Source: an optimization exercise on an open RTL-to-GDS flow (aim: small area). Production flows keep margins and buffers that such runs may drop.
In this exercise RTL edits were held to simulation tests only and were not proved equivalent to the original.
The clock port is modelled as an ideal driver; clocking choices that lean on that would not hold on a real chip.
Power and IR drop assume default switching activity.

**flow/design.v**
```verilog
package display_pkg;
    localparam int hcount_w  = 11;     
    localparam int vcount_w  = 10;     
    localparam int rgb_w     = 12;     
    localparam int ow = 2 + hcount_w + vcount_w;
    localparam int pw = 1 + hcount_w + vcount_w;
    localparam int num_obj    = 5;     
    localparam int num_hearts = 3;
    localparam int score_max  = 999;   
    localparam int char_x = 10;
    localparam int char_w = 45;
    localparam int char_h = 40;
    localparam int coll_w  = 15;
    localparam int coll_h  = 16;
    localparam int shark_w = 40;
    localparam int shark_h = 20;
    localparam int heart_y  = 20;
    localparam int heart_w  = 40;
    localparam int heart_h  = 40;
    localparam int heart_x0 = 20;      
    localparam int heart_dx = 60;      
    localparam logic [rgb_w-1:0] color_char        = 12'hFA0;
    localparam logic [rgb_w-1:0] color_coll        = 12'hFF0;
    localparam logic [rgb_w-1:0] color_shark       = 12'h888;
    localparam logic [rgb_w-1:0] color_heart_full  = 12'hF00;
    localparam logic [rgb_w-1:0] color_heart_empty = 12'h444;
    localparam logic [rgb_w-1:0] color_sky         = 12'hBDF;   
    localparam logic [rgb_w-1:0] color_water       = 12'h00F;   
    localparam logic [1:0] kind_coll  = 2'd0;
    localparam logic [1:0] kind_shark = 2'd1;
    typedef struct packed {
        logic [1:0]          kind;
        logic [hcount_w-1:0] x;
        logic [vcount_w-1:0] y;
    } obj_word_t;
    typedef struct packed {
        logic                valid;
        logic [hcount_w-1:0] x;   
        logic [vcount_w-1:0] y;   
    } place_t;
    typedef struct packed {
        logic [3:0] hundreds;
        logic [3:0] tens;
        logic [3:0] ones;
    } digits_t;
endpackage
module display_top (
    input  logic         vclock,
    input  logic         reset,
    input  logic         vsync,       
    input  logic [10:0]  hcount,      
    input  logic [9:0]   vcount,      
    input  logic [9:0]   wave_prof,
    input  logic [9:0]   p_vpos,
    input  logic [114:0] obj_words,   
    input  logic [9:0]   score,
    input  logic [1:0]   health,
    output logic [11:0]  rgb,
    output logic [11:0]  digits       
);
    localparam int num_obj = display_pkg::num_obj;
    function automatic logic lt_c(input logic [10:0] a, input logic [10:0] c);
        logic lt;
        lt = 1'b0;
        for (int i = 0; i < 11; i++)
            lt = (~a[i] & c[i]) | (~(a[i] ^ c[i]) & lt);
        lt_c = lt;
    endfunction
    function automatic logic le(input logic [9:0] a, input logic [9:0] b);
        logic r;
        r = 1'b1;
        for (int i = 0; i < 10; i++)
            r = (~a[i] & b[i]) | (~(a[i] ^ b[i]) & r);
        le = r;
    endfunction
    function automatic logic [9:0] clamp999(input logic [9:0] b);
        logic over;
        over = (&b[9:5]) & (b[4] | b[3]);
        clamp999 = {b[9:5], b[4:3] & ~{2{over}}, b[2:0] | {3{over}}};
    endfunction
    logic                vsync_q;
    logic                frame;        
    logic                char_v;
    logic [9:0]          char_y;
    logic [num_obj-1:0]  c_v;          
    logic [num_obj-1:0]  s_v;          
    logic [10:0]         ox [num_obj];
    logic [9:0]          oy [num_obj];
    logic [1:0]          hlth;
    logic [9:0]          score_q;      
    assign frame = ~reset & ~vsync & vsync_q;
    always_ff @(posedge vclock) begin
        if (reset) begin
            vsync_q <= 1'b1;
            char_v  <= 1'b0;
            hlth    <= '0;
            score_q <= '0;
        end else begin
            vsync_q <= vsync;
            if (frame) begin
                char_v  <= 1'b1;
                hlth    <= health;
                score_q <= clamp999(score);
            end
        end
    end
    always_ff @(posedge vclock) begin
        if (frame) begin
            for (int i = 0; i < num_obj; i++) begin
                c_v[i] <= (obj_words[23*i +: 23] != '0) && (obj_words[23*i+21 +: 2] == 2'd0);
                s_v[i] <= (obj_words[23*i+21 +: 2] == 2'd1);
            end
            char_y <= p_vpos;
            for (int i = 0; i < num_obj; i++) begin
                ox[i] <= obj_words[23*i+10 +: 11];
                oy[i] <= obj_words[23*i +: 10];
            end
        end
    end
    function automatic logic [11:0] addn(input logic [10:0] x, input logic [10:0] hn);
        logic c;
        logic [10:0] s;
        c = 1'b0;
        for (int i = 0; i < 11; i++) begin
            s[i] = x[i] ^ hn[i] ^ c;
            c    = (x[i] & hn[i]) | (c & (x[i] ^ hn[i]));
        end
        addn = {c, s};
    endfunction
    logic [10:0]   hn;      
    logic [10:0]   vn;
    logic          char_hit;
    logic [num_obj-1:0] coll_hit, shark_hit;
    logic [11:0]   cd;
    assign hn = ~hcount;
    assign vn = ~{1'b0, vcount};
    assign cd = addn({1'b0, char_y}, vn);
    assign char_hit = char_v && !cd[11] && lt_c(~cd[10:0], 11'd40) &&
                      !lt_c(hcount, 11'd10) && lt_c(hcount, 11'd55);
    for (genvar i = 0; i < num_obj; i++) begin : g_obj
        logic [11:0] sx, sy;
        logic [10:0] dx, dy;
        assign sx = addn(ox[i], hn);
        assign sy = addn({1'b0, oy[i]}, vn);
        assign dx = ~sx[10:0];
        assign dy = ~sy[10:0];
        assign coll_hit[i]  = c_v[i] && !sx[11] && !sy[11] && (&sx[10:4]) && (|sx[3:0]) && (&sy[9:4]);
        assign shark_hit[i] = s_v[i] && !sx[11] && !sy[11] && (&sx[10:6]) && (sx[5] || (sx[4] && sx[3])) && (&sy[9:5]) && (sy[4] || (sy[3] && sy[2]));
    end
    logic [1:0] hl_next;
    logic       heart_row, heart_hit, heart_full;
    assign hl_next   = frame ? health : hlth;
    assign heart_row = !lt_c({1'b0, vcount}, 11'd20) && lt_c({1'b0, vcount}, 11'd60);
    always_comb begin
        heart_hit  = 1'b0;
        heart_full = 1'b0;
        if (!lt_c(hcount, 11'd20) && lt_c(hcount, 11'd60)) begin
            heart_hit  = heart_row;
            heart_full = hl_next != 2'd0;
        end else if (!lt_c(hcount, 11'd80) && lt_c(hcount, 11'd120)) begin
            heart_hit  = heart_row;
            heart_full = hl_next[1];
        end else if (!lt_c(hcount, 11'd140) && lt_c(hcount, 11'd180)) begin
            heart_hit  = heart_row;
            heart_full = hl_next == 2'd3;
        end
    end
    localparam logic [2:0] k_black = 3'b000;
    localparam logic [2:0] k_char  = 3'b110;
    localparam logic [2:0] k_coll  = 3'b111;
    localparam logic [2:0] k_shark = 3'b010;
    localparam logic [2:0] k_hfull = 3'b100;
    localparam logic [2:0] k_hempt = 3'b101;
    localparam logic [2:0] k_sky   = 3'b011;
    localparam logic [2:0] k_water = 3'b001;
    logic [2:0] code, c1, c2;
    always_comb begin
        if (char_hit)            code = k_char;
        else if (char_v && |coll_hit)  code = k_coll;
        else if (char_v && |shark_hit) code = k_shark;
        else if (heart_hit)      code = heart_full ? k_hfull : k_hempt;
        else if (le(vcount, wave_prof)) code = k_sky;
        else                     code = k_water;
    end
    always_ff @(posedge vclock) begin
        if (reset) begin
            c1 <= k_black;
            c2 <= k_black;
        end else begin
            c1 <= code;
            c2 <= c1;
        end
    end
    always_comb begin
        case (c2)
            k_char:  rgb = display_pkg::color_char;
            k_coll:  rgb = display_pkg::color_coll;
            k_shark: rgb = display_pkg::color_shark;
            k_hfull: rgb = display_pkg::color_heart_full;
            k_hempt: rgb = display_pkg::color_heart_empty;
            k_sky:   rgb = display_pkg::color_sky;
            k_water: rgb = display_pkg::color_water;
            default: rgb = 12'h000;
        endcase
    end
    function automatic logic [3:0] div5_step(input logic [2:0] r, input logic bit_in);
        logic       q;
        logic [2:0] n;
        q    = r[2] | (r[1] & (r[0] | bit_in));
        n[2] = (r[2] & bit_in) | (r[1] & ~r[0] & ~bit_in);
        n[1] = (r[2] & ~bit_in) | (r[0] & (~r[1] | bit_in));
        n[0] = (r[2] & ~bit_in) | (~r[2] & ~r[1] & bit_in) | (r[1] & r[0] & ~bit_in);
        div5_step = {q, n};
    endfunction
    function automatic logic [11:0] to_bcd(input logic [9:0] b);
        logic [3:0] t;
        logic [8:0] q1;    
        logic [2:0] r1;
        logic [5:0] q2;    
        logic [2:0] r2;
        r1 = 3'd0;
        for (int i = 9; i >= 1; i--) begin
            t = div5_step(r1, b[i]);
            q1[i-1] = t[3];
            r1 = t[2:0];
        end
        r2 = 3'd0;
        for (int i = 6; i >= 1; i--) begin
            t = div5_step(r2, q1[i]);
            q2[i-1] = t[3];
            r2 = t[2:0];
        end
        to_bcd = {q2[3:0], r2, q1[0], r1, b[0]};
    endfunction
    assign digits = to_bcd(score_q);
endmodule
```
**flow/flow/run.sh**
```bash
#!/bin/bash
# The standard layout, with these changes to how it is made:
#  - ABC's area script is flow/abc_area.script (registers are untouched);
#  - after synthesis, flow/fapol.py turns full adder cells round (all inputs
#    and outputs complemented) where that saves inverters, and flow/reopt.ys
#    maps the other gates again with ABC; registers, adders and their names
#    are kept;
#  - the port buffers are sky130_fd_sc_hd__buf_1 cells;
#  - clock tree synthesis uses small buffers and inserts no dummy loads.
# Each tool's output goes to a log file of its own in this folder.
set -euo pipefail
rm -rf scripts_mod
cp -r "$FLOW_HOME/scripts" scripts_mod
cp flow/abc_area.script scripts_mod/abc_area.script
export BUFFER_PORTS_ARGS="-buffer_cell sky130_fd_sc_hd__buf_1"
export CTS_ARGS="-sink_clustering_enable -repair_clock_nets -dont_use_dummy_load -buf_list {sky130_fd_sc_hd__clkbuf_8 sky130_fd_sc_hd__clkbuf_4}"
R="$PWD/orfs/results/$FLOW_PLATFORM/display_top/base"
LIB="$FLOW_HOME/platforms/$FLOW_PLATFORM/lib/sky130_fd_sc_hd__tt_025C_1v80.lib"
bash standard.sh SCRIPTS_DIR="$PWD/scripts_mod" "$R/1_2_yosys.v" > synth.log 2>&1
cp "$R/1_2_yosys.v" synth_netlist.v
python3 flow/fapol.py synth_netlist.v fapol_netlist.v > fapol.log 2>&1
sed "s#LIBFILE#$LIB#g" flow/reopt.ys > reopt_run.ys
yosys -q -l reopt.log reopt_run.ys > /dev/null 2>&1
# keep the new netlist only if it has the same registers, by cell and name
regs() { grep -oE 'sky130_fd_sc_hd__[a-z]*df[a-z0-9_]* +[^ (]+' "$1" | sort; }
if [[ -s reopt_netlist.v ]] && diff <(regs synth_netlist.v) <(regs reopt_netlist.v) > regs_diff.log; then
  echo "using reopt_netlist.v" >> fapol.log
  cp reopt_netlist.v "$R/1_2_yosys.v"
else
  echo "registers differ, keeping synthesis's netlist" >> fapol.log
fi
bash standard.sh SCRIPTS_DIR="$PWD/scripts_mod" finish > standard.log 2>&1
```
**flow/flow/abc_area.script**
```
strash
&get -n
&deepsyn -T 60
&put
dch
amap
```
**flow/flow/fapol.py**
```python
#!/usr/bin/env python3
"""Choose the polarity of each full adder cell in a mapped netlist so that
fewer inverters are needed.  A full adder with all three inputs inverted
gives both outputs inverted, so a cell may be turned round by taking the
complement of every input and output.  Inverters are then rebuilt: one per
signal whose complement some pin needs.

usage: fapol.py IN.v OUT.v
"""
import re, sys, random

src = open(sys.argv[1]).read()
inst_re = re.compile(r'^(\s*)(sky130_fd_sc_hd__\w+)\s+(\S+)\s*\((.*?)\);\n', re.S | re.M)
pin_re = re.compile(r'\.(\w+)\(\s*((?:\\\S+\s)|[^()\s]+)\s*\)')
OUTS = {'X', 'Y', 'Q', 'Q_N', 'SUM', 'COUT', 'HI', 'LO'}

cells = []
for m in inst_re.finditer(src):
    pins = [(p, n.strip()) for p, n in pin_re.findall(m.group(4))]
    cells.append(dict(span=m.span(), ind=m.group(1), type=m.group(2), name=m.group(3), pins=pins))

def is_inv(c):
    t = c['type']
    return re.match(r'sky130_fd_sc_hd__(clk)?inv_\d+$', t) is not None

# ports
hdr = src[:src.index(');') + 2]
mod_ports = set()
for m in re.finditer(r'^\s*(output|input)\s+(\[[^\]]*\]\s*)?(\S+?)\s*;', src, re.M):
    mod_ports.add((m.group(1), m.group(3)))
out_ports = {n for d, n in mod_ports if d == 'output'}
def is_port_net(n):
    base = re.sub(r'\[\d+\]$', '', n)
    return base in out_ports

driver = {}
for c in cells:
    for p, n in c['pins']:
        if p in OUTS:
            driver[n] = (c, p)

def literal(n, depth=0):
    d = driver.get(n)
    if d and is_inv(d[0]) and not is_port_net(n) and depth < 8:
        a = dict(d[0]['pins'])['A']
        s, q = literal(a, depth + 1)
        return s, q ^ 1
    return n, 0

fas = [c for c in cells if c['type'].startswith('sky130_fd_sc_hd__fa_')]
fa_of_sig = {}
for i, c in enumerate(fas):
    pm = dict(c['pins'])
    fa_of_sig[pm['COUT']] = i
    fa_of_sig[pm['SUM']] = i

# demands: list of (signal, q, fa index or None)
removed = set()
demands = []   # (cell, pin, sig, q, fa_idx)
for c in cells:
    if is_inv(c):
        y = dict(c['pins'])['Y']
        if not is_port_net(y):
            removed.add(c['name'])
            continue
    fi = fas.index(c) if c['type'].startswith('sky130_fd_sc_hd__fa_') else None
    for p, n in c['pins']:
        if p in OUTS:
            continue
        s, q = literal(n)
        demands.append((c, p, s, q, fi))

p = [0] * len(fas)
def cost():
    need = {}
    for c, pin, s, q, fi in demands:
        qq = q ^ (p[fi] if fi is not None else 0)
        P = p[fa_of_sig[s]] if s in fa_of_sig else 0
        if qq != P:
            need[s] = 1
    return len(need)

orig_inv = len(removed)
best = cost()
pass
improved = True
while improved:
    improved = False
    for i in range(len(fas)):
        p[i] ^= 1
        c2 = cost()
        if c2 < best:
            best = c2; improved = True
        else:
            p[i] ^= 1
# try flipping whole chains (pairs of neighbours) once more
for _ in range(3):
    for i in range(len(fas)):
        for j in range(i + 1, min(i + 12, len(fas))):
            p[i] ^= 1; p[j] ^= 1
            c2 = cost()
            if c2 < best:
                best = c2
            else:
                p[i] ^= 1; p[j] ^= 1
print('inverters after:', best, 'flipped fa:', sum(p), file=sys.stderr)

# rebuild
def phys_name(s):
    return s
newwires = []
comp = {}
def comp_net(s):
    if s not in comp:
        k = len(comp)
        comp[s] = '_fapol_c%d_' % k
        newwires.append(comp[s])
    return comp[s]
# physical net for signal s with produced polarity P: if P==0 the net s, else net comp(s)
# (the flipped cell drives the complement net; s itself is then made by an inverter)
def P_of(s):
    return p[fa_of_sig[s]] if s in fa_of_sig else 0
need_inv = {}   # s -> True when an inverter is needed
pin_map = {}
for c, pin, s, q, fi in demands:
    qq = q ^ (p[fi] if fi is not None else 0)
    P = P_of(s)
    # net holding value s^qq
    if qq == 0:
        net = s
    else:
        net = comp_net(s)
    if qq != P:
        need_inv[s] = 1
    pin_map[(c['name'], pin)] = net
for c in fas:
    pm = dict(c['pins'])
    i = fas.index(c)
    if p[i]:
        pin_map[(c['name'], 'COUT')] = comp_net(pm['COUT'])
        pin_map[(c['name'], 'SUM')] = comp_net(pm['SUM'])

def fmt(n):
    return n + ' ' if n.startswith('\\') else n

out = []
pos = 0
ninv = 0
for c in cells:
    a, b = c['span']
    out.append(src[pos:a]); pos = b
    if c['name'] in removed:
        continue
    pins = []
    for pn, n in c['pins']:
        n2 = pin_map.get((c['name'], pn), n)
        pins.append('    .%s(%s)' % (pn, fmt(n2)))
    out.append('%s%s %s (\n%s\n%s);\n' % (c['ind'], c['type'], c['name'], ',\n'.join(pins), c['ind']))
ins = []
for s in need_inv:
    P = P_of(s)
    a_net, y_net = (s, comp_net(s)) if P == 0 else (comp_net(s), s)
    ins.append('  sky130_fd_sc_hd__inv_1 _fapol_i%d_ (\n    .A(%s),\n    .Y(%s)\n  );\n' % (ninv, fmt(a_net), fmt(y_net)))
    ninv += 1
rest = src[pos:]
k = rest.rindex('endmodule')
out.append(rest[:k] + ''.join(ins) + rest[k:])
txt = ''.join(out)
# declare new wires after the module header
decl = ''.join('  wire %s;\n' % w for w in newwires)
k = txt.index(');', txt.index('module')) + 3
txt = txt[:k] + decl + txt[k:]
open(sys.argv[2], 'w').write(txt)
print('inverters written:', ninv, file=sys.stderr)
```
**flow/flow/reopt.abc**
```
strash
&get -n
&deepsyn -T 60
&put
dch
amap
```
**flow/flow/reopt.ys**
```
# Maps the gates between registers, adders and ports again with ABC, after
# fapol.py has fixed the adders' polarity.  Registers, full and half adders
# stay as they are (blackboxes here), with their names.
read_liberty -ignore_miss_func LIBFILE
read_verilog fapol_netlist.v
hierarchy -top display_top
blackbox sky130_fd_sc_hd__fa_* sky130_fd_sc_hd__ha_* sky130_fd_sc_hd__*df* sky130_fd_sc_hd__conb_1
flatten
opt_clean -purge
abc -liberty LIBFILE -dont_use sky130_fd_sc_hd__probe_p_8 -dont_use sky130_fd_sc_hd__probec_p_8 -dont_use sky130_fd_sc_hd__lpflow_* -script flow/reopt.abc
opt_clean -purge
setundef -zero
hilomap -singleton -hicell sky130_fd_sc_hd__conb_1 HI -locell sky130_fd_sc_hd__conb_1 LO
splitnets
insbuf -buf sky130_fd_sc_hd__buf_1 A X
opt_clean -purge
stat -liberty LIBFILE
write_verilog -noattr -noexpr -nohex -nodec reopt_netlist.v
```
**flow/standard.sh**
```bash
#!/bin/bash
# synth_recipe.tcl (not shown) runs the flow's synth.tcl, then flattens the netlist and writes it again
# the make line also repeats each setting of config.mk as NAME=value (left out here)
make -C /OpenROAD-flow-scripts/flow DESIGN_CONFIG=/design/flow/config.mk WORK_HOME=/design/flow/orfs CLKGATE_MAP_FILE= SYNTH_SCRIPT=/design/flow/synth_recipe.tcl "${@:-finish}"
```
**flow/config.mk**
```make
export PLATFORM = sky130hd
export DESIGN_NAME = display_top
export DESIGN_NICKNAME = display_top
export VERILOG_FILES = /design/flow/design.v
export SDC_FILE = /design/flow/constraint.sdc
export NUM_CORES = 4
export LEC_CHECK = 0
export ABC_AREA = 1
export CAP_MARGIN = 20
export CORE_MARGIN = 2
export CORE_UTILIZATION = 65
export PLACE_DENSITY = 0.75
export SLEW_MARGIN = 20
```
**flow/constraint.sdc**
```tcl
create_clock -name core_clock -period 12.5 [get_ports {vclock}]
set_input_delay 2.5000 -clock core_clock [delete_from_list [all_inputs] [get_ports {vclock}]]
set_output_delay 2.5000 -clock core_clock [all_outputs]
set_load 0.01 [all_outputs]
```
==> results of run 1 <==
-- cells in the final DEF, fill, tap and decap left out, types with 7 or more instances in the layout --
cell and instances:
buf_1 194, edfxtp_1 125, fa_1 97, clkinv_1 63, nor2_1 43, nor4_1 29
a21oi_1 23, ha_1 21, o21ai_0 21, dfxtp_1 20, nor3_1 19, clkbuf_8 17
nand4_1 16, o22ai_1 16, nand2_1 12, nor2b_1 12, o21a_1 10, or2_0 7
or4_1 7
-- flip-flops by register name, summed over array words and instances (netlist names) --
signal   count
ox          55
oy          50
char_y      10
score_q     10
c_v          5
s_v          5
c1           3
c2           3
hlth         2
char_v       1
vsync_q      1
-- per-stage QoR --
stage	power, mW	std cells	hold slack, ps	instance area (um^2)
floorplan	0.737	596	414	8170
global placement	0.813	955	441	9110
detailed placement	0.830	955	449	9110
CTS	1.09	972	459	9350
global route	1.15	972	475	9350
finish	1.09	972	458	9350
-- power by group through the flow --
stage / Sequential (mW) / Combinational (mW) / Clock, mW
floorplan: 0.571 / 0.166 / 0
global placement: 0.571 / 0.242 / 0
detailed placement: 0.571 / 0.258 / 0
CTS: 0.561 / 0.261 / 0.271
global route: 0.562 / 0.298 / 0.290
finish: 0.561 / 0.262 / 0.270
-- worst min path at each step --
| stage | start | cells past startpoint | to | slack [ps] |
|---|---|---|---|---|
| after floorplan | c1[0] | 1 | c2[0] | 410 |
| after global routing | c1[1] | 1 | c2[1] | 470 |
| after detailed placement | c1[2] | 1 | c2[2] | 450 |
| after CTS | c1[2] | 1 | c2[2] | 460 |
| final | c1[1] | 1 | c2[1] | 460 |
| after global placement | c1[1] | 1 | c2[1] | 440 |
-- per-layer routing --
layer | track usage | part of all wire | vias to the layer above
met2 | 0.544 | 0.50 | 328
met4 | 0.144 | 0.038 | 0
li1 | - | - | 2614
met3 | 0.0835 | 0.078 | 58
met1 | 0.395 | 0.38 | 2827
met5 | 0 | 0 | -
-- worst max-delay path, delay by kind of cell, from the launching register on --
kind                   cells  cell delay, ps
AND/OR/NAND/NOR           13            1820
AO/OA/AOI/OAI             13            3050
flip-flops                 1             360
buffers and inverters      8            1280
-- layout make-up --
class / count / area [um^2] / share of cell area
Clock buffer: 17 / 234 / 0.0250
Multi-Input combinational cell: 383 / 3770 / 0.403
Tap cell: 168 / 210 / 0.0225
Inverter: 63 / 236 / 0.0253
Timing Repair Buffer: 196 / 743 / 0.0795
Sequential cell: 145 / 4150 / 0.444
==> metrics.md, run 1 <==
| Metric | Value |
|---|---|
| Status | `no timing/DRC/antenna violations` |
| Clock power frac | `0.247` |
| Final Skew | `28.5 ps` |
| Filler cells | `780` |
| Final count of pins violating max slew | `0` |
| CP Launch Type | `flip-flop` |
| Most used cell, CP | `o21ai_0` |
| Clk root buf | `clkbuf_8` |
| Number of nets still failing antenna checks after routing | `0` |
| Drt drc | `0` |
| Pint | `768 uW` |
| Syn Area/Cell | `13.7 um^2` |
| Setup repair bufs after CTS | `0` |
| RR Startpoint | `ox[2][0]` |
| Slew @ Worst Pin | `951 ps` |
| I/O pins | `195` |
| Tcrit/Tclk final | `0.757` |
| Slowest stage cell, crit path | `o21ai_0` |
| Clk sinks | `145` |
| Depth of the most critical reg-to-reg path | `18` |
| Min cycle time layout | `9470 ps` |
| Via density | `5.99` |
| # rows | `40` |
| Largest net degree at the start of global routing | `77` |
| Die width | `116 um` |
| Syn Std Cell Area | `8170 um^2` |
| PostCTS Resize Cnt | `0` |
| CTS tree | `yes` |
| Post-layout util | `0.769` |
| HP Class | `reg -> reg` |
| Via Count | `5,827` |
| Clock Path Buffers | `2` |
| Drt first pass iters | `5` |
| Fmax | `106 MHz` |
| Flop2flop setup slack | `6300 ps` |
| Worst-Skew Late Latency | `470 ps` |
| Seq pwr share | `0.513` |
| Reg-to-reg endpoint | `c1[1]` |
| Crit Path Category | `reg -> out` |
| Critical Path RT | `10,000 ps` |
| Htree depth | `4` |
| Clock transition at path regs | `60 ps` |
| Peak VDD IR | `0.0977 mV` |
| Post-route worst setup slack | `3030 ps` |
| DRT iter0 DRCs | `591` |
| First-pass GRT wire length | `30.3 mm` |
| Placer congestion estimate | `0.935` |
| Critical Path Sink | `digits[1]` |
| Pre-CTS WS | `3770 ps` |
| Pwr dens | `117 nW/um^2` |
| Final hold vios | `0` |
| Global route overflow | `0` |
| Antenna diodes | `0` |
| Vias in the first global route | `5,958` |
| Cts hold-fix bufs | `0` |
| Initial antenna violation count | `0` |
| Synthesized Nets | `885` |
| Cells after Synth | `596` |
| Core footprint | `12,200 um^2` |
| Largest stage delay on the critical path | `480 ps` |
| Synth Warn # | `3` |
| Crit path max fanout | `6` |
| P&R area growth vs syn | `14.4%` |
| Unrepaired setup endpoints after global routing | `false` |
| Sw Ratio | `0.297` |
| Starting Density | `0.672` |
| Port bufs | `194` |
| Setup_tns | `0 ps` |
| CP arrival | `6970 ps` |
| Worst rel slew slack | `0.358` |
| Worst setup path start | `score_q[9]` |
| Leakage | `3.05 nW` |
| Die area | `13,500 um^2` |
| CTS Buf Count | `17` |
| Gr usage total | `0.321` |
| Dpl hpwl | `15.4 mm` |
| Final setup viols | `0` |
| Floorplan die height | `116 um` |
| Post-DR wirelength/cell | `20.5 um` |
| Psw | `324 uW` |
| Detailed Route WL | `19.9 mm` |
| Comb pwr share | `0.240` |
| NumNets Final | `1,095` |
| Worst Setup End Kind | `output port` |
| Max-Cap Viols | `0` |
| Share of post-route cells with drive strength above 1 | `0.0249` |
==> run 2, diff against run 1 <==
--- a/flow/flow/run.sh
+++ b/flow/flow/run.sh
@@ -7,5 +7,5 @@
 #    are kept;
 #  - the port buffers are sky130_fd_sc_hd__buf_1 cells;
-#  - clock tree synthesis uses small buffers and inserts no dummy loads.
+#  - clock tree synthesis uses clkbuf_8/clkbuf_4 buffers and no dummy loads.
 # Each tool's output goes to a log file of its own in this folder.
 set -euo pipefail
@@ -19,5 +19,5 @@
 bash standard.sh SCRIPTS_DIR="$PWD/scripts_mod" "$R/1_2_yosys.v" > synth.log 2>&1
 cp "$R/1_2_yosys.v" synth_netlist.v
-python3 flow/fapol.py synth_netlist.v fapol_netlist.v > fapol.log 2>&1
+python3 flow/fapol.py synth_netlist.v fapol_netlist.v 0.3 > fapol.log 2>&1
 sed "s#LIBFILE#$LIB#g" flow/reopt.ys > reopt_run.ys
 yosys -q -l reopt.log reopt_run.ys > /dev/null 2>&1
--- a/flow/flow/fapol.py
+++ b/flow/flow/fapol.py
@@ -6,5 +6,5 @@
 signal whose complement some pin needs.
 
-usage: fapol.py IN.v OUT.v
+usage: fapol.py IN.v OUT.v [WEIGHT]   (WEIGHT: cost of a complement only plain gates need, default 1)
 """
 import re, sys, random
@@ -72,4 +72,8 @@
 
 p = [0] * len(fas)
+GATE_W = float(sys.argv[3]) if len(sys.argv) > 3 else 1.0
+def hard(c):
+    t = c['type']
+    return (t.startswith('sky130_fd_sc_hd__fa_') or 'df' in t or is_inv(c))
 def cost():
     need = {}
@@ -78,6 +82,8 @@
         P = p[fa_of_sig[s]] if s in fa_of_sig else 0
         if qq != P:
-            need[s] = 1
-    return len(need)
+            w = 1.0 if hard(c) else GATE_W
+            if need.get(s, 0) < w:
+                need[s] = w
+    return sum(need.values())
 
 orig_inv = len(removed)
--- a/flow/flow/reopt.ys
+++ b/flow/flow/reopt.ys
@@ -1,9 +1,9 @@
 # Maps the gates between registers, adders and ports again with ABC, after
-# fapol.py has fixed the adders' polarity.  Registers, full and half adders
+# fapol.py has fixed the adders' polarity.  Registers and full adders
 # stay as they are (blackboxes here), with their names.
 read_liberty -ignore_miss_func LIBFILE
 read_verilog fapol_netlist.v
 hierarchy -top display_top
-blackbox sky130_fd_sc_hd__fa_* sky130_fd_sc_hd__ha_* sky130_fd_sc_hd__*df* sky130_fd_sc_hd__conb_1
+blackbox sky130_fd_sc_hd__fa_* sky130_fd_sc_hd__*df* sky130_fd_sc_hd__conb_1
 flatten
 opt_clean -purge
==> metrics.md, run 2 <==
| Metric | Value |
|---|---|
| Slew @ Worst Pin | `1110 ps (was 951 ps)` |
| Pwr dens | `119 nW/um^2 (was 117 nW/um^2)` |
| Post-DR wirelength/cell | `21.6 um (was 20.5 um)` |
| P&R area growth vs syn | `14.5% (was 14.4%)` |
| Htree depth | `4 (unchanged)` |
| Min cycle time layout | `9610 ps (was 9470 ps)` |
| Pre-CTS WS | `3670 ps (was 3770 ps)` |
| Unrepaired setup endpoints after global routing | `false (unchanged)` |
| Status | `no timing/DRC/antenna violations (unchanged)` |
| RR Startpoint | `ox[4][0] (was ox[2][0])` |
| Most used cell, CP | `clkinv_1 (was o21ai_0)` |
| Clock Path Buffers | `2 (unchanged)` |
| Worst Hold Path EP | `c2[1] (unchanged)` |
| Synthesized Nets | `863 (was 885)` |
| Hold Path Depth | `1 (unchanged)` |
| CTS tree | `yes (unchanged)` |
| Global route overflow | `0 (unchanged)` |
| CTS Buf Count | `17 (unchanged)` |
| Depth of the most critical reg-to-reg path | `18 (unchanged)` |
| Critical Path RT | `10,000 ps (about the same)` |
| Port bufs | `194 (unchanged)` |
| Max-Cap Viols | `0 (unchanged)` |
| Slowest stage cell, crit path | `o21ai_0 (unchanged)` |
| Drt first pass iters | `5 (unchanged)` |
| Worst Setup End Kind | `output port (unchanged)` |
| Commonest non-fill, non-tap cell in the layout | `buf_1 (unchanged)` |
| Worst rel slew slack | `0.240 (was 0.358)` |
| Number of nets still failing antenna checks after routing | `0 (unchanged)` |
| Most frequent cells in the layout | `buf_1 (194), edfxtp_1 (125), fa_1 (97) (unchanged)` |
| Setup repair bufs after CTS | `0 (unchanged)` |
| Reg-to-reg endpoint | `c1[0] (was c1[1])` |
| Tcrit/Tclk final | `0.769 (was 0.757)` |
| Cts hold-fix bufs | `0 (unchanged)` |
| Hold Worst Slack | `460 ps (was 458 ps)` |
| HP Class | `reg -> reg (unchanged)` |
| Dpl hpwl | `15.8 mm (was 15.4 mm)` |
| Largest Register | `ox (unchanged)` |
| Syn Area/Cell | `13.4 um^2 (was 13.7 um^2)` |
| Share of post-route cells with drive strength above 1 | `0.0262 (was 0.0249)` |
| Clk sinks | `145 (unchanged)` |
| Top Registers | `ox x55, oy x50 (unchanged)` |
| First-pass GRT wire length | `31.1 mm (was 30.3 mm)` |
| Largest net degree at the start of global routing | `79 (was 77)` |
| DRT iter0 DRCs | `615 (was 591)` |
| Final hold vios | `0 (unchanged)` |
| Via density | `6.25 (was 5.99)` |
| Clock transition at path regs | `60 ps (about the same)` |
| Synth Warn # | `3 (unchanged)` |
| Largest stage delay on the critical path | `480 ps (about the same)` |
| Initial antenna violation count | `0 (unchanged)` |
| NumNets Final | `1,073 (was 1,095)` |
| CP arrival | `7110 ps (was 6970 ps)` |
| Final Skew | `31.7 ps (was 28.5 ps)` |
| Floorplan die height | `115 um (was 116 um)` |
| Area after detailed placement | `8910 um^2 (was 9110 um^2)` |
| Peak VDD IR | `0.127 mV (was 0.0977 mV)` |
| I/O pins | `195 (unchanged)` |
| Post-route worst setup slack | `2890 ps (was 3030 ps)` |
| PostCTS Resize Cnt | `0 (unchanged)` |
| Crit Path Category | `reg -> out (unchanged)` |
| Crit path max fanout | `6 (unchanged)` |
| CP Launch Type | `flip-flop (unchanged)` |
| Starting Density | `0.666 (was 0.672)` |
| Gr usage total | `0.327 (was 0.321)` |
| Core footprint | `12,000 um^2 (was 12,200 um^2)` |
| Fmax | `104 MHz (was 106 MHz)` |
| Cells after Synth | `595 (was 596)` |
| Placer congestion estimate | `0.962 (was 0.935)` |
| Clk root buf | `clkbuf_8 (unchanged)` |
| Drt drc | `0 (unchanged)` |
| Worst Hold Launch | `c1[1] (unchanged)` |
| # rows | `40 (unchanged)` |
| Via Count | `5,937 (was 5,827)` |
| Die width | `115 um (was 116 um)` |
| Final setup viols | `0 (unchanged)` |
| Max reg flops | `55 (unchanged)` |
| Flop2flop setup slack | `6420 ps (was 6300 ps)` |
| Leakage | `2.92 nW (was 3.05 nW)` |
| Die area | `13,200 um^2 (was 13,500 um^2)` |
| Vias in the first global route | `6,094 (was 5,958)` |
| Antenna diodes | `0 (unchanged)` |
| Detailed Route WL | `20.5 mm (was 19.9 mm)` |
| Worst-Skew Late Latency | `450 ps (was 470 ps)` |
| Syn Std Cell Area | `7990 um^2 (was 8170 um^2)` |
| Cell area after layout | `9150 um^2 (was 9350 um^2)` |
| Setup_tns | `0 ps (unchanged)` |
| Final count of pins violating max slew | `0 (unchanged)` |
[run 2: metal layers]
layer | track usage | routed length (um) | vias to the layer above
met4 | 0.120 | 641 | 0
met3 | 0.0633 | 1680 | 60
met5 | 0 | 0 | -
met1 | 0.420 | 7550 | 2879
li1 | - | - | 2617
met2 | 0.563 | 10600 | 381
[run 2: critical path: cells and delay by family (launching register included)]
kind / cells / cell delay (ps)
DFF: 1 / 360
buffers and inverters: 9 / 1320
AOI/OAI and AO/OA: 13 / 3160
and+or+nand+nor: 13 / 1810
[run 2: stage by stage]
step	power (mW)	instances	utilization
floorplan	0.736	595	-
global placement	0.815	933	0.742
detailed placement	0.832	933	0.742
CTS	1.09	950	0.761
global route	1.15	950	0.762
finish	1.09	950	0.762
[run 2: cell type report]
cell class | instances | area (um^2)
Tap cell | 147 | 184
Timing Repair Buffer | 196 | 743
Clock buffer | 17 | 234
Sequential cell | 145 | 4150
Fill cell | 791 | 2860
Inverter | 57 | 214
Multi-Input combinational cell | 388 | 3620
[run 2: how the worst max path moves through the flow]
stage                     startpoint         to  slack, ps  depth (start not counted)
after global placement     hcount[1]      c1[0]       4020                         18
after detailed placement  score_q[9]  digits[2]       3670                         35
final                     score_q[9]  digits[2]       2890                         35
after global routing      score_q[9]  digits[1]       2070                         34
after CTS                 score_q[9]  digits[2]       3180                         35
after floorplan                reset      c1[0]       1450                          8
[run 2: report_power, final]
part,switching (mW),internal (mW),total (mW)
Clock,0.148,0.120,0.267
Sequential,0.0114,0.549,0.561
Combinational,0.168,0.0972,0.266
==> run 3, diff against run 2 <==
--- a/flow/flow/run.sh
+++ b/flow/flow/run.sh
@@ -7,5 +7,6 @@
 #    are kept;
 #  - the port buffers are sky130_fd_sc_hd__buf_1 cells;
-#  - clock tree synthesis uses clkbuf_8/clkbuf_4 buffers and no dummy loads.
+#  - clock tree synthesis uses clkbuf_4 buffers and no dummy loads; then
+#    flow/post_cts.tcl makes the buffers with slow load edges clkbuf_8.
 # Each tool's output goes to a log file of its own in this folder.
 set -euo pipefail
@@ -14,5 +15,6 @@
 cp flow/abc_area.script scripts_mod/abc_area.script
 export BUFFER_PORTS_ARGS="-buffer_cell sky130_fd_sc_hd__buf_1"
-export CTS_ARGS="-sink_clustering_enable -repair_clock_nets -dont_use_dummy_load -buf_list {sky130_fd_sc_hd__clkbuf_8 sky130_fd_sc_hd__clkbuf_4}"
+export CTS_ARGS="-sink_clustering_enable -repair_clock_nets -dont_use_dummy_load -buf_list {sky130_fd_sc_hd__clkbuf_4}"
+export POST_CTS_TCL="$PWD/flow/post_cts.tcl"
 R="$PWD/orfs/results/$FLOW_PLATFORM/display_top/base"
 LIB="$FLOW_HOME/platforms/$FLOW_PLATFORM/lib/sky130_fd_sc_hd__tt_025C_1v80.lib"
==> flow/flow/post_cts.tcl (new file) <==
# After clock tree synthesis: a clock buffer whose loads see an edge slower
# than 100 ps (placement parasitics) becomes a clkbuf_8, then the placement
# is legalized again.  Only drive strength changes; the tree stays the same.
estimate_parasitics -placement
set changed 0
foreach inst [get_cells *] {
  if {[get_property $inst ref_name] != "sky130_fd_sc_hd__clkbuf_4"} { continue }
  set pin [get_pins -of_objects $inst -filter "direction == output"]
  set net [get_nets -of_objects $pin]
  set worst 0
  foreach l [get_pins -of_objects $net -filter "direction == input"] {
    set s [get_property $l slew_max]
    if {$s > $worst} { set worst $s }
  }
  if {$worst > 0.100} {
    puts "post_cts: [get_full_name $inst] worst load slew $worst, now clkbuf_8"
    replace_cell $inst sky130_fd_sc_hd__clkbuf_8
    incr changed
  }
}
puts "post_cts: upsized $changed clock buffers"
if {$changed > 0} {
  detailed_placement
  check_placement -verbose
  estimate_parasitics -placement
}
==> metrics.md, run 3 <==
| Metric | Value |
|---|---|
| Initial antenna violation count | `0 (unchanged)` |
| Min cycle time layout | `9630 ps (was 9610 ps)` |
| Final count of pins violating max slew | `0 (unchanged)` |
| Final hold vios | `0 (unchanged)` |
| Clock power frac | `0.221 (was 0.244)` |
| Via density | `6.32 (was 6.25)` |
| Gr usage total | `0.328 (was 0.327)` |
| Top Registers | `ox x55, oy x50 (unchanged)` |
| Floorplan die height | `115 um (unchanged)` |
| Largest stage delay on the critical path | `470 ps (was 480 ps)` |
| Die width | `115 um (unchanged)` |
| Syn Std Cell Area | `7990 um^2 (unchanged)` |
| Final setup viols | `0 (unchanged)` |
| Detailed Route WL | `20.5 mm (about the same)` |
| P&R area growth vs syn | `13.8% (was 14.5%)` |
| Crit Path Category | `reg -> out (unchanged)` |
| Status | `no timing/DRC/antenna violations (unchanged)` |
| NumNets Final | `1,073 (unchanged)` |
| Starting Density | `0.666 (unchanged)` |
| Dpl hpwl | `15.8 mm (unchanged)` |
| Peak VDD IR | `0.0837 mV (was 0.127 mV)` |
| Synthesized Nets | `863 (unchanged)` |
| Post-DR wirelength/cell | `21.6 um (about the same)` |
| Tcrit/Tclk final | `0.770 (was 0.769)` |
| Leakage | `2.89 nW (was 2.92 nW)` |
| First-pass GRT wire length | `31.1 mm (about the same)` |
| I/O pins | `195 (unchanged)` |
| Syn Area/Cell | `13.4 um^2 (unchanged)` |
| Largest net degree at the start of global routing | `79 (unchanged)` |
| Placed Instances | `933 (unchanged)` |
| # rows | `40 (unchanged)` |
| Largest Register | `ox (unchanged)` |
| HP Class | `reg -> reg (unchanged)` |
| Critical path depth in cells | `35 (unchanged)` |
| Commonest non-fill, non-tap cell in the layout | `buf_1 (unchanged)` |
| Number of nets still failing antenna checks after routing | `0 (unchanged)` |
| Final Skew | `31.0 ps (was 31.7 ps)` |
| CP arrival | `7130 ps (was 7110 ps)` |
| Crit path max fanout | `6 (unchanged)` |
| Comb pwr share | `0.251 (was 0.243)` |
| Total power | `1.06 mW (was 1.09 mW)` |
| Seq pwr share | `0.528 (was 0.513)` |
| Placer congestion estimate | `0.962 (unchanged)` |
| Fmax | `104 MHz (about the same)` |
| Max-Cap Viols | `0 (unchanged)` |
| Area after detailed placement | `8910 um^2 (unchanged)` |
| Antenna diodes | `0 (unchanged)` |
| CP bufs+invs | `9 (unchanged)` |
| Pwr dens | `117 nW/um^2 (was 119 nW/um^2)` |
| Clk sinks | `145 (unchanged)` |
| Die area | `13,200 um^2 (unchanged)` |
| Sw Ratio | `0.306 (was 0.299)` |
| Cell family with most CP delay | `compound AO/OA/AOI/OAI gates (unchanged)` |
| Synth Warn # | `3 (unchanged)` |
| Global route overflow | `0 (unchanged)` |
| Port bufs | `194 (unchanged)` |
| Most frequent cells in the layout | `buf_1 (194), edfxtp_1 (125), fa_1 (97) (unchanged)` |
| Drt drc | `0 (unchanged)` |
| Unrepaired setup endpoints after global routing | `false (unchanged)` |
| Clock transition at path regs | `80 ps (was 60 ps)` |
| Critical Path RT | `10,000 ps (about the same)` |
| CP Launch Type | `flip-flop (unchanged)` |
| Non-filler instance count after layout | `950 (unchanged)` |
| Max reg flops | `55 (unchanged)` |
| Core footprint | `12,000 um^2 (unchanged)` |
| Worst rel slew slack | `0.208 (was 0.240)` |
| Worst-Skew Late Latency | `450 ps (about the same)` |
| Vias in the first global route | `6,095 (was 6,094)` |
| Hold Path Depth | `1 (unchanged)` |
| Slew @ Worst Pin | `1160 ps (was 1110 ps)` |
| Slowest stage cell, crit path | `o21ai_0 (unchanged)` |
| Cell area after layout | `9090 um^2 (was 9150 um^2)` |
| Most used cell, CP | `clkinv_1 (unchanged)` |
| Share of post-route cells with drive strength above 1 | `0.0262 (unchanged)` |
| CTS tree | `yes (unchanged)` |
| Worst Setup End Kind | `output port (unchanged)` |
| Setup_tns | `0 ps (unchanged)` |
| Psw | `325 uW (was 327 uW)` |
| Pint | `736 uW (was 766 uW)` |
| Cells after Synth | `595 (unchanged)` |
| Depth of the most critical reg-to-reg path | `18 (unchanged)` |
| Via Count | `6,005 (was 5,937)` |
| Drt first pass iters | `6 (was 5)` |
| DRT iter0 DRCs | `620 (was 615)` |
run 3: per-layer routing:
metal / track usage / vias up / part of all wire
met5: 0 / - / 0
met3: 0.0643 / 72 / 0.085
met1: 0.416 / 2929 / 0.36
met4: 0.137 / 0 / 0.038
li1: - / 2617 / -
met2: 0.560 / 387 / 0.51
run 3: worst paths after layout:
check | slack [ps] | end | startpoint
hold reg to reg | 460 | c2[1] | c1[1]
hold / removal | 460 | c2[1] | c1[1]
setup reg to reg | 6440 | c1[0] | ox[0][0]
setup / recovery | 2870 | digits[2] | score_q[9]
run 3: worst register-to-register path, cell delays in order (launching register included):
cell,delay [ps]
edfxtp_1,380
clkinv_1,70
nor2_1,60
fa_1,430
fa_1,410
fa_1,410
fa_1,400
fa_1,390
fa_1,410
fa_1,400
fa_1,430
fa_1,400
fa_1,370
or2_0,240
or4b_1,530
nor2_1,180
o41ai_1,150
a21oi_1,180
nor3_1,70
run 3: stage by stage:
step | worst slack (ps) | util | hold slack (ps)
floorplan | 1450 | - | 414
global placement | 4020 | 0.742 | 456
detailed placement | 3670 | 0.742 | 447
global route | 2070 | 0.757 | 471
finish | 2870 | 0.757 | 465
run 3: area by class of cell:
class | instances | area, um^2
flip-flops and latches | 145 | 4150
repair buffers | 196 | 743
clock buffers | 17 | 178
fillers | 801 | 2920
multi-input cells | 388 | 3620
inverters | 57 | 214
well taps | 147 | 184
run 3: power groups by stage:
stage / clock (mW) / sequential [mW] / combinational, mW
floorplan: 0 / 0.571 / 0.165
global placement: 0 / 0.571 / 0.244
detailed placement: 0 / 0.571 / 0.261
global route: 0.257 / 0.562 / 0.297
finish: 0.235 / 0.560 / 0.266
==> run 4, diff against run 3 <==
--- a/flow/design.v
+++ b/flow/design.v
@@ -124,5 +124,5 @@
         for (int i = 0; i < 11; i++) begin
             s[i] = x[i] ^ hn[i] ^ c;
-            c    = (x[i] & hn[i]) | (c & (x[i] ^ hn[i]));
+            c    = (x[i] & hn[i]) | (x[i] & c) | (hn[i] & c);
         end
         addn = {c, s};
==> metrics.md, run 4 <==
| Metric | Value |
|---|---|
| Most frequent cells in the layout | `buf_1 (194), edfxtp_1 (125), fa_1 (97) (unchanged)` |
| Worst Hold Launch | `hlth[0] (was c1[1])` |
| Die width | `115 um (about the same)` |
| Max-Cap Viols | `0 (unchanged)` |
| DRT iter0 DRCs | `510 (was 620)` |
| Cell area after layout | `9040 um^2 (was 9090 um^2)` |
| Largest net degree at the start of global routing | `85 (was 79)` |
| Area after detailed placement | `8860 um^2 (was 8910 um^2)` |
| CP arrival | `8610 ps (was 7130 ps)` |
| I/O pins | `195 (unchanged)` |
| Critical Path RT | `12,800 ps (was 10,000 ps)` |
| Hold Worst Slack | `458 ps (was 465 ps)` |
| RR Startpoint | `ox[3][0] (was ox[0][0])` |
| Drt first pass iters | `5 (was 6)` |
| Non-filler instance count after layout | `942 (was 950)` |
| CTS tree | `yes (unchanged)` |
| Antenna diodes | `0 (unchanged)` |
| Top Registers | `ox x55, oy x50 (unchanged)` |
| Crit Path Category | `in -> reg (was reg -> out)` |
| Final Skew | `26.6 ps (was 31.0 ps)` |
| Hold Path Depth | `2 (was 1)` |
| Die area | `13,100 um^2 (was 13,200 um^2)` |
| Depth of the most critical reg-to-reg path | `18 (unchanged)` |
| Flop2flop setup slack | `6340 ps (was 6440 ps)` |
| Port bufs | `194 (unchanged)` |
| Worst-Skew Late Latency | `450 ps (about the same)` |
| Via Count | `5,767 (was 6,005)` |
| Floorplan die height | `115 um (about the same)` |
| Initial antenna violation count | `0 (unchanged)` |
| Worst Hold Path EP | `hlth[0] (was c2[1])` |
| Final setup viols | `0 (unchanged)` |
| Detailed Route WL | `19.7 mm (was 20.5 mm)` |
| Number of nets still failing antenna checks after routing | `0 (unchanged)` |
| Cells after Synth | `587 (was 595)` |
| Setup_tns | `0 ps (unchanged)` |
| Slew @ Worst Pin | `1070 ps (was 1160 ps)` |
| Leakage | `2.91 nW (was 2.89 nW)` |
| Clk sinks | `145 (unchanged)` |
| NumNets Final | `1,065 (was 1,073)` |
| Reg-to-reg endpoint | `c1[0] (unchanged)` |
| Crit path max fanout | `5 (was 6)` |
| Peak VDD IR | `0.103 mV (was 0.0837 mV)` |
| P&R area growth vs syn | `13.8% (about the same)` |
| Dpl hpwl | `15.2 mm (was 15.8 mm)` |
| Pwr dens | `113 nW/um^2 (was 117 nW/um^2)` |
| HP Class | `reg -> reg (unchanged)` |
| Status | `no timing/DRC/antenna violations (unchanged)` |
| Syn Area/Cell | `13.5 um^2 (was 13.4 um^2)` |
| Core footprint | `12,000 um^2 (about the same)` |
| Unrepaired setup endpoints after global routing | `false (unchanged)` |
| First-pass GRT wire length | `30.2 mm (was 31.1 mm)` |
| Largest Register | `ox (unchanged)` |
| Clock transition at path regs | `80 ps (about the same)` |
| Drt drc | `0 (unchanged)` |
| Worst rel slew slack | `0.280 (was 0.208)` |
| Final count of pins violating max slew | `0 (unchanged)` |
| Synthesized Nets | `855 (was 863)` |
| Worst Setup End Kind | `flip-flop (was output port)` |
| Via density | `6.12 (was 6.32)` |
| Share of post-route cells with drive strength above 1 | `0.0252 (was 0.0262)` |
| Syn Std Cell Area | `7950 um^2 (was 7990 um^2)` |
| Tcrit/Tclk final | `0.665 (was 0.770)` |
| # rows | `40 (unchanged)` |
| CP Launch Type | `input port (was flip-flop)` |
| Fmax | `120 MHz (was 104 MHz)` |
| Gr usage total | `0.321 (was 0.328)` |
| Min cycle time layout | `8310 ps (was 9630 ps)` |
| Commonest non-fill, non-tap cell in the layout | `buf_1 (unchanged)` |
| Placed Instances | `925 (was 933)` |
| Placer congestion estimate | `0.897 (was 0.962)` |
| Max reg flops | `55 (unchanged)` |
| Synth Warn # | `3 (unchanged)` |
| Vias in the first global route | `5,882 (was 6,095)` |
| Post-DR wirelength/cell | `20.9 um (was 21.6 um)` |
| Final hold vios | `0 (unchanged)` |
| Starting Density | `0.664 (was 0.666)` |
| Global route overflow | `0 (unchanged)` |
-- run 4: how the worst max path moves through the flow --
stage          startpoint  cells past startpoint         end
2_1_floorplan       reset                      4  score_q[0]
3_3_place_gp    hcount[1]                     19       c1[0]
3_5_place_dp    hcount[1]                     19       c1[0]
5_1_grt         hcount[1]                     19       c1[0]
6_report        hcount[1]                     19       c1[0]
-- run 4: worst max-delay path, cell delays in order --
cell and delay (ps):
buf_1 140, clkinv_1 340, fa_1 540, fa_1 390, fa_1 390, fa_1 390, fa_1 390, fa_1 390
fa_1 390, fa_1 400, fa_1 390, fa_1 490, nand4b_1 100, or3_1 350, or4b_1 550, o21ai_0 120
o41ai_1 130, a21oi_1 160, nor3_1 60
-- run 4: cell type report --
cell class                 count  area, um^2
fill                         834        2920
clock buffer                  17         184
tap                          147         184
multi-input combinational    381        3570
timing repair buffer         196         743
sequential                   145        4150
inverter                      56         210
-- run 4: metrics by stage --
step           setup slack (ps)   util  power, mW
6_report                   4190  0.756       1.02
5_1_grt                    3910  0.756       1.07
3_5_place_dp               3740  0.741      0.788
3_3_place_gp               3880  0.741      0.775
2_1_floorplan              2230      -      0.708
-- run 4: metal layers --
layer | vias up | track usage | routed length, um
li1 | 2595 | - | -
met1 | 2863 | 0.416 | 7690
met2 | 271 | 0.554 | 10200
met3 | 38 | 0.0672 | 1400
met4 | 0 | 0.0943 | 430
met5 | - | 0 | 0
-- run 4: report_power, final --
part           internal [mW]  switching [mW]  total (mW)
registers              0.549          0.0118       0.561
logic                 0.0830           0.135       0.218
clock network         0.0935           0.150       0.243
total                  0.725           0.297        1.02
==> run 5, diff against run 4 <==
--- a/flow/design.v
+++ b/flow/design.v
@@ -139,10 +139,7 @@
                       !lt_c(hcount, 11'd10) && lt_c(hcount, 11'd55);
     for (genvar i = 0; i < num_obj; i++) begin : g_obj
-        logic [11:0] sx, sy;
-        logic [10:0] dx, dy;
+        logic [11:0] sx, sy;    
         assign sx = addn(ox[i], hn);
         assign sy = addn({1'b0, oy[i]}, vn);
-        assign dx = ~sx[10:0];
-        assign dy = ~sy[10:0];
         assign coll_hit[i]  = c_v[i] && !sx[11] && !sy[11] && (&sx[10:4]) && (|sx[3:0]) && (&sy[9:4]);
         assign shark_hit[i] = s_v[i] && !sx[11] && !sy[11] && (&sx[10:6]) && (sx[5] || (sx[4] && sx[3])) && (&sy[9:5]) && (sy[4] || (sy[3] && sy[2]));
==> metrics.md, run 5 <==
| Metric | Value |
|---|---|
| Largest stage delay on the critical path | `440 ps (was 550 ps)` |
| Crit path max fanout | `5 (unchanged)` |
| Final Skew | `22.7 ps (was 26.6 ps)` |
| Global route overflow | `0 (unchanged)` |
| Critical Path RT | `10,000 ps (was 12,800 ps)` |
| Top Registers | `ox x55, oy x50 (unchanged)` |
| Final setup viols | `0 (unchanged)` |
| P&R area growth vs syn | `13.7% (was 13.8%)` |
| Initial antenna violation count | `0 (unchanged)` |
| First-pass GRT wire length | `30.5 mm (was 30.2 mm)` |
| HP Class | `reg -> reg (unchanged)` |
| Status | `no timing/DRC/antenna violations (unchanged)` |
| Hold Worst Slack | `468 ps (was 458 ps)` |
| Crit Path Category | `reg -> out (was in -> reg)` |
| CP Launch Type | `flip-flop (was input port)` |
| Final count of pins violating max slew | `0 (unchanged)` |
| Port bufs | `194 (unchanged)` |
| Floorplan die height | `115 um (about the same)` |
| Worst-Skew Late Latency | `430 ps (was 450 ps)` |
| Drt first pass iters | `5 (unchanged)` |
| Total power | `1.09 mW (was 1.02 mW)` |
| Max-Cap Viols | `0 (unchanged)` |
| Core footprint | `12,000 um^2 (about the same)` |
| Number of nets still failing antenna checks after routing | `0 (unchanged)` |
| Setup_tns | `0 ps (unchanged)` |
| Final hold vios | `0 (unchanged)` |
| Worst Setup End Kind | `output port (was flip-flop)` |
| Vias in the first global route | `5,938 (was 5,882)` |
| Cell family with most CP delay | `simple AND/OR/NAND/NOR gates (was adder cells)` |
| CP arrival | `6480 ps (was 8610 ps)` |
| Non-filler instance count after layout | `962 (was 942)` |
| Peak VDD IR | `0.0955 mV (was 0.103 mV)` |
| Starting Density | `0.667 (was 0.664)` |
| Dpl hpwl | `15.2 mm (about the same)` |
| Synth Warn # | `3 (unchanged)` |
| I/O pins | `195 (unchanged)` |
| Placer congestion estimate | `0.934 (was 0.897)` |
| Syn Area/Cell | `13.2 um^2 (was 13.5 um^2)` |
| Largest net degree at the start of global routing | `80 (was 85)` |
| DRT iter0 DRCs | `484 (was 510)` |
| Worst rel slew slack | `0.182 (was 0.280)` |
| Post-DR wirelength/cell | `20.7 um (was 20.9 um)` |
| Commonest non-fill, non-tap cell in the layout | `buf_1 (unchanged)` |
| Drt drc | `0 (unchanged)` |
| CTS tree | `yes (unchanged)` |
| Synthesized Nets | `875 (was 855)` |
| Hold Path Depth | `1 (was 2)` |
| Syn Std Cell Area | `8010 um^2 (was 7950 um^2)` |
| Clock transition at path regs | `90 ps (was 80 ps)` |
| Post-layout util | `0.759 (was 0.756)` |
| Die width | `115 um (about the same)` |
| Tcrit/Tclk final | `0.718 (was 0.665)` |
| Slowest stage cell, crit path | `o21ai_0 (was or4b_1)` |
| Unrepaired setup endpoints after global routing | `false (unchanged)` |
| CP bufs+invs | `8 (was 2)` |
| Antenna diodes | `0 (unchanged)` |
| Fmax | `111 MHz (was 120 MHz)` |
| NumNets Final | `1,085 (was 1,065)` |
| Leakage | `2.91 nW (about the same)` |
| Pwr dens | `120 nW/um^2 (was 113 nW/um^2)` |
| Gr usage total | `0.322 (was 0.321)` |
| Share of post-route cells with drive strength above 1 | `0.0245 (was 0.0252)` |
| Cells after Synth | `607 (was 587)` |
| Detailed Route WL | `19.9 mm (was 19.7 mm)` |
| Clk sinks | `145 (unchanged)` |
| Via Count | `5,864 (was 5,767)` |
| Placed Instances | `945 (was 925)` |
| Slew @ Worst Pin | `1210 ps (was 1070 ps)` |
| Most frequent cells in the layout | `buf_1 (194), edfxtp_1 (125), fa_1 (97) (unchanged)` |
| Min cycle time layout | `8980 ps (was 8310 ps)` |
| Largest Register | `ox (unchanged)` |
| Max reg flops | `55 (unchanged)` |
| # rows | `40 (unchanged)` |
| Depth of the most critical reg-to-reg path | `19 (was 18)` |
| Critical path depth in cells | `35 (was 19)` |
| Die area | `13,200 um^2 (was 13,100 um^2)` |
| Via density | `6.10 (was 6.12)` |
| Most used cell, CP | `nor2_1 (was fa_1)` |
run 5: cell count changes in the layout (fill, tap and decap cells not counted), sizes merged, moves of 3 or more:
cell | previous run | this run
and3 | 3 | 0
clkinv | 56 | 61
nand4b | 9 | 2
nor2 | 58 | 70
nor3 | 20 | 16
nor4 | 27 | 30
o21a | 1 | 4
o21ai | 19 | 25
o22ai | 12 | 18
or2 | 4 | 14
or3 | 7 | 2
or4b | 1 | 4
run 5: per-stage QoR:
stage | cell area, um^2 | setup slack, ps
after floorplan | 8010 | 1420
after global placement | 8930 | 4160
after detailed placement | 8930 | 4030
after global routing | 9110 | 2890
final | 9110 | 3520
run 5: final timing paths:
kind / slack (ps) / endpoint / from
worst max register to register: 6530 / c1[0] / ox[1][0]
worst max-delay path: 3520 / digits[1] / score_q[8]
worst min register to register: 470 / c2[1] / c1[1]
worst min-delay path: 470 / c2[1] / c1[1]
run 5: power breakdown:
part | internal, mW | switching (mW) | total, mW
Combinational | 0.108 | 0.185 | 0.293
Sequential | 0.549 | 0.0122 | 0.561
Clock | 0.0934 | 0.144 | 0.237
run 5: cell type report:
class                      instances  area [um^2]
clock buffer                      17          184
fill                             810         2900
inverter                          61          229
multi-input combinational        396         3620
sequential                       145         4150
tap                              147          184
timing repair buffer             196          743
run 5: metal layers:
layer,vias to the layer above,part of all wire,global-route usage
met1,2850,0.39,0.427
met5,-,0,0
met3,39,0.090,0.0817
li1,2635,-,-
met4,0,0.025,0.105
met2,340,0.49,0.531

==> what the ideal ports hide <==
No port has a modelled driver above. Below, the same layouts with a new extraction and two added sets of constraints.
Step 1 (the two cells are an assumption about what drives the block):
set clk [get_ports {vclock}]
set_driving_cell -lib_cell sky130_fd_sc_hd__clkbuf_16 $clk
set_driving_cell -lib_cell sky130_fd_sc_hd__buf_2 [delete_from_list [all_inputs] $clk]
Step 2, shift: input delay + t, output delay - t, t = (earliest + latest rising clock arrival at the registers) / 2. This alone moves slack from input paths to output paths.
Slacks: no drivers / after step 1 / after step 2; pairs: no drivers / after step 1.
run | t, ns | setup WS [ns] | worst hold slack (ns) | worst setup path at the end
run 1 | 0.489 | 3.034 / 2.997 / 3.486 | 0.458 / 0.458 / 0.458 | register to output
run 2 | 0.473 | 2.885 / 2.845 / 3.318 | 0.460 / 0.460 / 0.460 | register to output
run 3 | 0.467 | 2.870 / 2.832 / 3.299 | 0.465 / 0.465 / 0.465 | register to output
run 4 | 0.467 | 4.193 / 4.197 / 3.730 | 0.458 / 0.458 / 0.458 | input to register
run 5 | 0.461 | 3.525 / 3.486 / 3.940 | 0.468 / 0.468 / 0.468 | input to register
After both steps setup and hold are still met in every run listed. For run 4, which loses most, drivers alone change the setup slack by +0.004 ns; drivers and shift together by -0.463 ns.
